Background: an optimization exercise with open tools, aiming at a short achievable clock period and few clock cycles. Do not read the settings as production practice.
At most, simulation tests tie the RTL to the original design; equivalence was not proved.
Power figures rest on the tool's default switching activity, not on a simulated workload.

==> flow/design.v (excerpt) <==
module tfacc_memif #(
  parameter int NK = 8             
) (
  input  wire         cclk,
  input  wire         reset,
  input  wire [31:0]  adr,         
  input  wire [3:0]   we,
  input  wire         re,
  input  wire [31:0]  dw,
  output logic [31:0] dr,
  output logic        rdy,
  input  wire [31:0]  c_adr,       
  input  wire         c_re,
  output logic        c_rdy,
  output logic [31:0] c_dr,
  output logic [39:0] araddr,      
  output logic [7:0]  arlen,
  output logic        arvalid,
  input  wire         arready,
  input  wire [63:0]  rdata,
  input  wire         rlast,
  input  wire         rvalid,
  output logic        rready
);
make LEC_CHECK=0 ABC_CLOCK_PERIOD_IN_PS=2400 CAP_MARGIN=20 CORE_MARGIN=2 CORE_UTILIZATION=65 SETUP_SLACK_MARGIN=3.1 SLEW_MARGIN=20 finish   # period 5.5 ns
run.sh (not shown) runs the stock make flow with config.mk's settings and CLKGATE_MAP_FILE= SYNTH_SCRIPT=/design/flow/synth_recipe.tcl, a recipe that flattens the netlist after the stock synthesis.
Edit:
--- a/flow/config.mk
+++ b/flow/config.mk
@@ -6,8 +6,8 @@
 export NUM_CORES = 4
 export LEC_CHECK = 0
-export ABC_CLOCK_PERIOD_IN_PS = 2400
+export ABC_CLOCK_PERIOD_IN_PS = 1000
 export CAP_MARGIN = 20
 export CORE_MARGIN = 2
-export CORE_UTILIZATION = 65
+export CORE_UTILIZATION = 50
 export SETUP_SLACK_MARGIN = 3.1
 export SLEW_MARGIN = 20
After rerunning: Total power climbs by a few percent. Wire length climbs by a few percent. Via count drops by a few percent. Final cell count climbs by a few percent. Maximum frequency climbs by a few percent.
Function was not checked in any run of this note: the RTL went through the layout flow alone.

tfacc_memif, a different RTL version from the one above (not shown whole).
For scale: about 5,100 cells after synthesis, roughly 2,500 flip-flops, roughly 290 I/O pins.
export LEC_CHECK = 0
export CAP_MARGIN = 50
export CORE_MARGIN = 2
export CORE_UTILIZATION = 42
export CTS_CLUSTER_DIAMETER = 100
export CTS_CLUSTER_SIZE = 20
export SETUP_SLACK_MARGIN = 3.0
export SLEW_MARGIN = 75
create_clock -name core_clock -period 5.5 [get_ports {cclk}]
The first run ran to the end with no violations.
Testbench counts at the start, summed over its fixed seeds: cycles 130,732.
==> next run, changes <==
CORE_UTILIZATION = 50   (was 42)
CTS_CLUSTER_DIAMETER = default   (was 100)
CTS_CLUSTER_SIZE = default   (was 20)
Worst hold slack is worse by 0.0048 ns.
Core utilization went up by 10 points.
Power went up by 15%.
Non-clock buffer count went down by 146.
Final cell count went down by 4.6%.
Design area went up by 0.38%.
Die area went down by 16%.
Worst setup slack is better by 0.13 ns.
Register-to-register slack is better by 0.15 ns.
Combinational power went down by about 6%.

Setup of build 10:
Starting RTL as in the previous note.
make LEC_CHECK=0 CAP_MARGIN=20 CORE_MARGIN=2 CORE_UTILIZATION=60 SETUP_SLACK_MARGIN=3.0 SLEW_MARGIN=20 finish   # period 5.5 ns
Testbench counts of build 10, summed over its fixed seeds: cycles 130,732.
Edits applied to the flow inputs when going from build 10 to build 29:
- swapping 60 for 55 in CORE_UTILIZATION
Notes after the runs:
- Build 29: PASS, flow complete, no timing, DRC or antenna violations
- Summary of the comparison: post-cts resize count is lower in build 29, relative to build 10.
- Against build 10 as the reference, build 29 delivers a lower global-route track usage on met1.
- The clock-pin slew of the registers on the worst-case setup and hold paths on build 29 is in line with that on build 10.
- On sequential cell power, build 10 tracks build 29 almost exactly.
- Build 10 has higher biggest fanout along the worst timing path than build 29.
- Delta (build 29 minus build 10): post-detailed-routing wire length rose by 2.5%; total design power rose by 0.25 mW; switching power of the nets rose by 1.9%; final worst-path setup slack fell by 22 ps.
- Fraction of the cycle the final worst path needs ended up 0.40 points higher on build 29 than on build 10.
Modified inputs, build 44 compared to build 29
- an added PLACE_DENSITY of 0.7
- a change of CAP_MARGIN from 20 to 50
- a change of SLEW_MARGIN from 20 to 75
- an added CTS_CLUSTER_DIAMETER of 100
- an added CTS_CLUSTER_SIZE of 20
- an added GPL_ROUTABILITY_DRIVEN of 0
- a change of CORE_UTILIZATION from 55 to 60
Findings:
A worst-path cell with the longest stage delay of or4_4 is what build 44 shows, while edfxtp_1 belongs to build 29.
Delta (build 44 minus build 29): placed wire-length estimate after detailed placement went up about 5.4%, global-route wire length before repair went down about 3.2%.
Re proportion of synthesized flip-flops having asynchronous set or reset: no difference whatsoever between build 44 and build 29.
Edits applied to the flow inputs when going from build 44 to build 3:
- clearing GPL_ROUTABILITY_DRIVEN, which used to be 0
- swapping 60 for 50 in CORE_UTILIZATION
- clearing PLACE_DENSITY, which used to be 0.7
Results
Build 3 vs build 44, length of routed met3 wiring went down by about 20%. On mapped cell area, build 44 tracks build 3 almost exactly. Looking only at buffer and inverter count on the worst path, and setting everything else aside, the lower value of build 3 and build 44 goes to build 44. Largest fanout on the critical path: build 3 vs build 44 down 4. Build 3 ends up with lower combinational power than build 44 does. Build 3 reports its endpoint of the most critical setup path as u_cache.dr_q[5]$_DFF_P_ while build 44 reports u_cache.dr_q[31]$_DFF_P_. Between build 44 and build 3, the flow reports wire length increasing slightly.

tfacc_memif, a different RTL version from the one above (not shown whole).
For scale: ~290 I/O pins, roughly 0.090 sq mm of cells after synthesis.
clock: 5.5 ns
lec_check: 0
cap_margin: 50
core_margin: 2
core_utilization: 50
cts_cluster_diameter: 100
cts_cluster_size: 20
setup_slack_margin: 2.75
slew_margin: 75
Testbench counts at the start, summed over its fixed seeds: cycles 130,724.
==> next run, changes <==
CORE_UTILIZATION = 60   (was 50)
GPL_ROUTABILITY_DRIVEN = 0   (was unset)
PLACE_DENSITY = 0.7   (was unset)
SETUP_SLACK_MARGIN = 3.0   (was 2.75)
What happened: Setup slack is better by 0.058 ns. Sequential power stays flat. Critical path depth stays the same. Cell area goes up by about 2.7%. Clock skew climbs by 0.0096 ns. Wire length came out higher by about 0.9%.

## fjord
Another version of the RTL of tfacc_memif (not shown whole).
Size: ~5300 cells after synthesis, ~290 I/O pins.
clock: 5.5 ns
lec_check: 0
cap_margin: 50
core_margin: 2
core_utilization: 60
cts_cluster_diameter: 100
cts_cluster_size: 20
gpl_routability_driven: 0
place_density: 0.7
setup_slack_margin: 3.0
slew_margin: 75
Inputs modified between fjord and pepper:
- clearing PLACE_DENSITY, which used to be 0.7
- swapping 60 for 50 in CORE_UTILIZATION
- clearing GPL_ROUTABILITY_DRIVEN, which used to be 0
Notes after the runs:
- Between fjord and pepper, the footprint of the flip-flops and latches does not differ in any meaningful way.
- Lower chip height was reported by fjord, not pepper.
- The cell count in pepper was higher than what fjord gave.
- NOTE met3 routed wirelength fjord->pepper decreased by more than 10%
- Wire length reported by the detailed router: pepper vs fjord, no meaningful difference
Function was not checked in any run of this note: the RTL went through the layout flow alone.

## afterwards: timing with drivers on the ports
In the flow no input, the clock included, has a driving cell. The finished layouts below were timed again as built, in two steps.
Step 1 (the two cells are an assumption about what drives the block):
set clk [get_ports {cclk}]
set_driving_cell -lib_cell sky130_fd_sc_hd__clkbuf_16 $clk
set_driving_cell -lib_cell sky130_fd_sc_hd__buf_2 [delete_from_list [all_inputs] $clk]
Step 2 adds t to the input delays and takes it off the output delays; t is the mean of the earliest and latest rising clock arrival at the registers after step 1. Input paths then give back, and output paths get back, about the clock's delay inside the block.
Slacks: ideal ports / drivers / drivers and shift; pairs: ideal ports / drivers.
run | shift t [ns] | setup WS [ns] | worst register clock-pin slew, ns
the first run of note 1 | 0.938 | 2.420 / 2.443 / 1.505 | 0.07 / 0.07
the second run of note 1 | 0.970 | 2.538 / 2.484 / 1.513 | 0.07 / 0.07
the first run of note 2 | 0.931 | 2.678 / 2.679 / 1.747 | 0.10 / 0.10
the second run of note 2 | 0.960 | 2.810 / 2.819 / 1.859 | 0.07 / 0.07
build 10 | 0.951 | 2.842 / 2.782 / 1.913 | 0.07 / 0.07
build 29 | 0.971 | 2.820 / 2.729 / 1.792 | 0.07 / 0.07
build 44 | 0.900 | 2.722 / 2.696 / 1.796 | 0.10 / 0.10
build 3 | 0.925 | 2.777 / 2.813 / 1.888 | 0.09 / 0.09
the first run of note 4 | 0.902 | 2.709 / 2.682 / 1.780 | 0.09 / 0.09
the second run of note 4 | 0.899 | 2.767 / 2.674 / 1.775 | 0.10 / 0.10
fjord | 0.917 | 2.698 / 2.596 / 1.679 | 0.12 / 0.12
pepper | 0.934 | 2.669 / 2.666 / 1.732 | 0.11 / 0.11
After both steps every run listed still meets setup and hold. The setup slack of build 29, which loses most, moves by -0.091 ns with the drivers and by -1.028 ns with both steps.
